Background: an optimization exercise with open tools, aiming at small area, a short achievable clock period and few clock cycles per item. Do not read the settings as production practice. Only simulation tests tie the RTL to the original design; equivalence was not proved.

==> inputs of run a <==
// dmem_responder
module dmem_responder #(
  parameter int DEPTH = 64
) (
  input  logic                clk,
  input  logic                reset,
  input  logic                memread,
  input  logic                memwrite,
  input  logic [31:0]         dataadr,
  input  logic [31:0]         writedata,
  output logic [31:0]         readdata,
  output logic                ready,
  output logic                err,
  output logic [dmem_pkg::WCOUNT_W-1:0] wr_count,
  output logic [31:0]         last_wr_adr,
  output logic [31:0]         last_wr_data
);
==> module dmem_decode, before the edit <==
module dmem_decode #(
  parameter int DEPTH = 64,
  parameter int AW = $clog2(DEPTH)
) (
  input  logic [AW-1:0]    idx,
  input  logic             ld_ok,
  input  logic             st_ok,
  output logic [DEPTH-1:0] rsel,
  output logic [DEPTH-1:0] wsel
);
  always_comb
    for (int i = 0; i < DEPTH; i++) begin
      rsel[i] = ld_ok & (32'(idx) == i);
      wsel[i] = st_ok & (32'(idx) == i);
    end
endmodule
==> module dmem_responder, before the edit <==
module dmem_responder #(
  parameter int DEPTH = 64
) (
  input  logic                clk,
  input  logic                reset,
  input  logic                memread,
  input  logic                memwrite,
  input  logic [31:0]         dataadr,
  input  logic [31:0]         writedata,
  output logic [31:0]         readdata,
  output logic                ready,
  output logic                err,
  output logic [dmem_pkg::WCOUNT_W-1:0] wr_count,
  output logic [31:0]         last_wr_adr,
  output logic [31:0]         last_wr_data
);
  localparam int AW = $clog2(DEPTH);
  logic req, bad, ld_ok, st_ok;
  logic [AW-1:0] idx, last_idx;
  logic [DEPTH-1:0] rsel, wsel;
  always_comb begin
    req = memread | memwrite;
    bad = (memread & memwrite) | (|dataadr[1:0]) |
          (dataadr >= 32'(dmem_pkg::WORD_BYTES * DEPTH));
    ld_ok = reset & memread & ~memwrite & ~bad;
    st_ok = reset & memwrite & ~memread & ~bad;
    idx = dataadr[AW+1:2];
    ready = reset & req;
    err = reset & req & bad;
    last_wr_adr = 32'(last_idx) << 2;
  end
  dmem_decode #(.DEPTH(DEPTH)) u_decode (
    .idx(idx), .ld_ok(ld_ok), .st_ok(st_ok), .rsel(rsel), .wsel(wsel)
  );
  dmem_array #(.DEPTH(DEPTH)) u_array (
    .clk(clk), .wsel(wsel), .wdata(writedata), .rsel(rsel), .rdata(readdata)
  );
  always_ff @(posedge clk or negedge reset) begin
    if (!reset) begin
      wr_count <= '0;
      last_idx <= '0;
      last_wr_data <= '0;
    end else if (st_ok) begin
      last_idx <= idx;
      last_wr_data <= writedata;
      wr_count <= (wr_count == '1) ? wr_count : wr_count + 1'b1;
    end
  end
endmodule
==> module dmem_array, before the edit <==
module dmem_array #(
  parameter int DEPTH = 64
) (
  input  logic             clk,
  input  logic [DEPTH-1:0] wsel,
  input  logic [31:0]      wdata,
  input  logic [DEPTH-1:0] rsel,
  output logic [31:0]      rdata
);
  logic [31:0] mem [DEPTH];
  always_ff @(posedge clk)
    for (int i = 0; i < DEPTH; i++)
      if (wsel[i]) mem[i] <= wdata;
  always_comb begin
    rdata = '0;
    for (int i = 0; i < DEPTH; i++)
      rdata = rdata | (mem[i] & {32{rsel[i]}});
  end
endmodule
export LEC_CHECK = 0
export CAP_MARGIN = 20
export CORE_MARGIN = 2
export CORE_UTILIZATION = 40
export SETUP_SLACK_MARGIN = 1.0
export SLEW_MARGIN = 20
export SYNTH_HIERARCHICAL = 1
create_clock -name core_clock -period 5.0 [get_ports {clk}]
run.sh (not shown) runs the stock make flow with config.mk's settings and CLKGATE_MAP_FILE= SYNTH_SCRIPT=/design/flow/synth_recipe.tcl, a recipe that flattens the netlist after the stock synthesis.
==> run b (differences from run a) <==
--- a/flow/design.v
+++ b/flow/design.v
@@ -27,18 +27,2 @@
 endmodule
-module dmem_decode #(
-  parameter int DEPTH = 64,
-  parameter int AW = $clog2(DEPTH)
-) (
-  input  logic [AW-1:0]    idx,
-  input  logic             ld_ok,
-  input  logic             st_ok,
-  output logic [DEPTH-1:0] rsel,
-  output logic [DEPTH-1:0] wsel
-);
-  always_comb
-    for (int i = 0; i < DEPTH; i++) begin
-      rsel[i] = ld_ok & (32'(idx) == i);
-      wsel[i] = st_ok & (32'(idx) == i);
-    end
-endmodule
 module dmem_responder #(
@@ -60,5 +44,6 @@
   localparam int AW = $clog2(DEPTH);
-  logic req, bad, ld_ok, st_ok;
+  logic act, req, bad, ld_ok, st_ok;
   logic [AW-1:0] idx, last_idx;
-  logic [DEPTH-1:0] rsel, wsel;
+  logic [DEPTH-1:0] dec, wsel, rsel;
+  logic [31:0] rdata;
   always_comb begin
@@ -67,14 +52,15 @@
           (dataadr >= 32'(dmem_pkg::WORD_BYTES * DEPTH));
-    ld_ok = reset & memread & ~memwrite & ~bad;
-    st_ok = reset & memwrite & ~memread & ~bad;
+    ld_ok = act & memread & ~memwrite & ~bad;
+    st_ok = act & memwrite & ~memread & ~bad;
     idx = dataadr[AW+1:2];
-    ready = reset & req;
-    err = reset & req & bad;
+    for (int i = 0; i < DEPTH; i++) dec[i] = 32'(idx) == i;
+    wsel = dec & {DEPTH{st_ok}};
+    rsel = dec & {DEPTH{ld_ok}};
+    ready = act & req;
+    err = act & req & bad;
+    readdata = rdata;
     last_wr_adr = 32'(last_idx) << 2;
   end
-  dmem_decode #(.DEPTH(DEPTH)) u_decode (
-    .idx(idx), .ld_ok(ld_ok), .st_ok(st_ok), .rsel(rsel), .wsel(wsel)
-  );
   dmem_array #(.DEPTH(DEPTH)) u_array (
-    .clk(clk), .wsel(wsel), .wdata(writedata), .rsel(rsel), .rdata(readdata)
+    .clk(clk), .wsel(wsel), .wdata(writedata), .rsel(rsel), .rdata(rdata)
   );
@@ -82,2 +68,3 @@
     if (!reset) begin
+      act <= 1'b0;
       wr_count <= '0;
@@ -85,6 +72,9 @@
       last_wr_data <= '0;
-    end else if (st_ok) begin
-      last_idx <= idx;
-      last_wr_data <= writedata;
-      wr_count <= (wr_count == '1) ? wr_count : wr_count + 1'b1;
+    end else begin
+      act <= 1'b1;
+      if (st_ok) begin
+        last_idx <= idx;
+        last_wr_data <= writedata;
+        wr_count <= (wr_count == '1) ? wr_count : wr_count + 1'b1;
+      end
     end
==> flow/flow/run.sh (new file) <==
#!/bin/bash
# Standard synthesis unchanged, then the standard ORFS layout with sizing
# allowed to change a cell's footprint.
set -euo pipefail
cd "$(dirname "$0")/.."
bash standard.sh synth > synth.log 2>&1
bash standard.sh MATCH_CELL_FOOTPRINT=0 finish > layout.log 2>&1
==> flow/standard.sh (new file) <==
#!/bin/bash
# synth_recipe.tcl (not shown) runs the flow's synth.tcl, then flattens the netlist and writes it again
# the make line also repeats each setting of config.mk as NAME=value (left out here)
make -C /OpenROAD-flow-scripts/flow DESIGN_CONFIG=/design/flow/config.mk WORK_HOME=/design/flow/orfs CLKGATE_MAP_FILE= SYNTH_SCRIPT=/design/flow/synth_recipe.tcl "${@:-finish}"
--- a/flow/config.mk
+++ b/flow/config.mk
@@ -10,4 +10,3 @@
 export CORE_UTILIZATION = 40
-export SETUP_SLACK_MARGIN = 1.0
+export SETUP_SLACK_MARGIN = 1.5
 export SLEW_MARGIN = 20
-export SYNTH_HIERARCHICAL = 1
removed: flow/run.sh
==> run c (differences from run a) <==
==> flow/design.v (replaced) <==
package dmem_pkg;
  typedef enum logic [1:0] {IDLE, WAIT, RESP} state_t;
  localparam int WORD_BYTES = 4;
  localparam int WCOUNT_W = 16;
  function automatic logic [29:0] word_index(input logic [31:0] adr);
    word_index = adr[31:2];
  endfunction
endpackage
module dmem_array #(
  parameter int DEPTH = 64,
  parameter int AW = $clog2(DEPTH)
) (
  input  logic          clk,
  input  logic          we,
  input  logic [AW-1:0] widx,
  input  logic [31:0]   wdata,
  input  logic [AW-1:0] ridx,
  output logic [31:0]   rdata
);
  logic [31:0] mem [DEPTH];
  always_ff @(posedge clk)
    if (we) mem[widx] <= wdata;
  assign rdata = mem[ridx];
endmodule
module dmem_responder #(
  parameter int DEPTH = 64,
  parameter int LATENCY = 2
) (
  input  logic                clk,
  input  logic                reset,
  input  logic                memread,
  input  logic                memwrite,
  input  logic [31:0]         dataadr,
  input  logic [31:0]         writedata,
  output logic [31:0]         readdata,
  output logic                ready,
  output logic                err,
  output logic [dmem_pkg::WCOUNT_W-1:0] wr_count,
  output logic [31:0]         last_wr_adr,
  output logic [31:0]         last_wr_data
);
  localparam int AW = $clog2(DEPTH);
  localparam logic [2:0] CNT_INIT = 3'(LATENCY > 0 ? LATENCY - 1 : 0);
  dmem_pkg::state_t st;
  logic [2:0] cnt;
  logic wr_q, cf_q, idle, rq_wr, rq_cf, rq_bad, go_resp, we;
  logic [31:0] adr_q, wd_q, rq_adr, rdata;
  logic [AW-1:0] ridx, widx;
  always_comb begin
    idle = st == dmem_pkg::IDLE;
    rq_adr = idle ? dataadr : adr_q;
    rq_wr = idle ? memwrite : wr_q;
    rq_cf = idle ? memread & memwrite : cf_q;
    rq_bad = rq_cf | (|rq_adr[1:0]) | (rq_adr >= 32'(dmem_pkg::WORD_BYTES * DEPTH));
    ridx = AW'(dmem_pkg::word_index(rq_adr));
    widx = AW'(dmem_pkg::word_index(adr_q));
    go_resp = idle ? (memread | memwrite) && LATENCY == 0 : st == dmem_pkg::WAIT && cnt == 3'd0;
    we = st == dmem_pkg::RESP && wr_q && !err;
  end
  dmem_array #(.DEPTH(DEPTH)) u_array (
    .clk(clk), .we(we), .widx(widx), .wdata(wd_q), .ridx(ridx), .rdata(rdata)
  );
  always_ff @(posedge clk or negedge reset) begin
    if (!reset) begin
      st <= dmem_pkg::IDLE;
      cnt <= '0;
      ready <= 1'b0;
      err <= 1'b0;
      readdata <= '0;
      wr_count <= '0;
      last_wr_adr <= '0;
      last_wr_data <= '0;
      adr_q <= '0;
      wd_q <= '0;
      wr_q <= 1'b0;
      cf_q <= 1'b0;
    end else begin
      ready <= go_resp;
      err <= go_resp && rq_bad;
      readdata <= (go_resp && !rq_bad && !rq_wr) ? rdata : '0;
      if (we) begin
        last_wr_adr <= adr_q;
        last_wr_data <= wd_q;
        wr_count <= (wr_count == '1) ? wr_count : wr_count + 1'b1;
      end
      if (idle && (memread | memwrite)) begin
        adr_q <= dataadr;
        wd_q <= writedata;
        wr_q <= memwrite;
        cf_q <= memread & memwrite;
        cnt <= CNT_INIT;
        st <= (LATENCY == 0) ? dmem_pkg::RESP : dmem_pkg::WAIT;
      end else if (st == dmem_pkg::WAIT) begin
        cnt <= (cnt == 3'd0) ? cnt : cnt - 3'd1;
        st <= (cnt == 3'd0) ? dmem_pkg::RESP : dmem_pkg::WAIT;
      end else if (st == dmem_pkg::RESP) begin
        st <= dmem_pkg::IDLE;
      end
    end
  end
endmodule
--- a/flow/config.mk
+++ b/flow/config.mk
@@ -10,4 +10,2 @@
 export CORE_UTILIZATION = 40
-export SETUP_SLACK_MARGIN = 1.0
 export SLEW_MARGIN = 20
-export SYNTH_HIERARCHICAL = 1
==> comparison <==
In run c the maximum frequency is larger than in run a, by 28%.
Sequential cell count, highest first: run c, run b, run a.
The highest via count belongs to run b, the lowest to run a.
Register-to-register slack: run a > run b > run c.
Synthesized area, lowest first: run a, run b, run c.
The lowest routed wire length belongs to run a, the highest to run b.
Run a produced a layout that fails on setup timing. Run c ran to the end with no violations. Run b finished with timing, DRC and antenna clean.
Testbench counts of run a, summed over its fixed seeds: cycles 16,000, accesses 16,000.
Testbench counts of run b, summed over its fixed seeds: cycles 16,000, accesses 16,000.
Testbench counts of run c, summed over its fixed seeds: cycles 64,000, accesses 16,000.

[re-timing with driven ports]
The flow's constraints put no driver on any port. The routed layouts listed below were extracted and timed again, unchanged, in two steps.
Step 1 sets driving cells, clkbuf_16 on the clock port and buf_2 on the other inputs (assumed; they add their load-dependent delay and slew).
Step 2 times the ports against the registers' clock, not the clock port: input delays grow and output delays shrink by t, the midpoint of the rising clock arrivals with the driver on.
a / b / c = ideal ports / drivers / drivers and shift; a / b = the first two.
run	t (ns)	setup WS [ns]	worst slew at a driven data input, ns	pins driven straight from the clock port
run a	0.915	-0.513 / -0.568 / -0.568	0.15	1
run b	0.941	0.117 / 0.060 / 0.060	0.15	1
run c	0.929	0.684 / 0.684 / 0.236	0.08	1
For run c, which loses most, drivers alone change the setup slack by 0.000 ns; drivers and shift together by -0.448 ns.
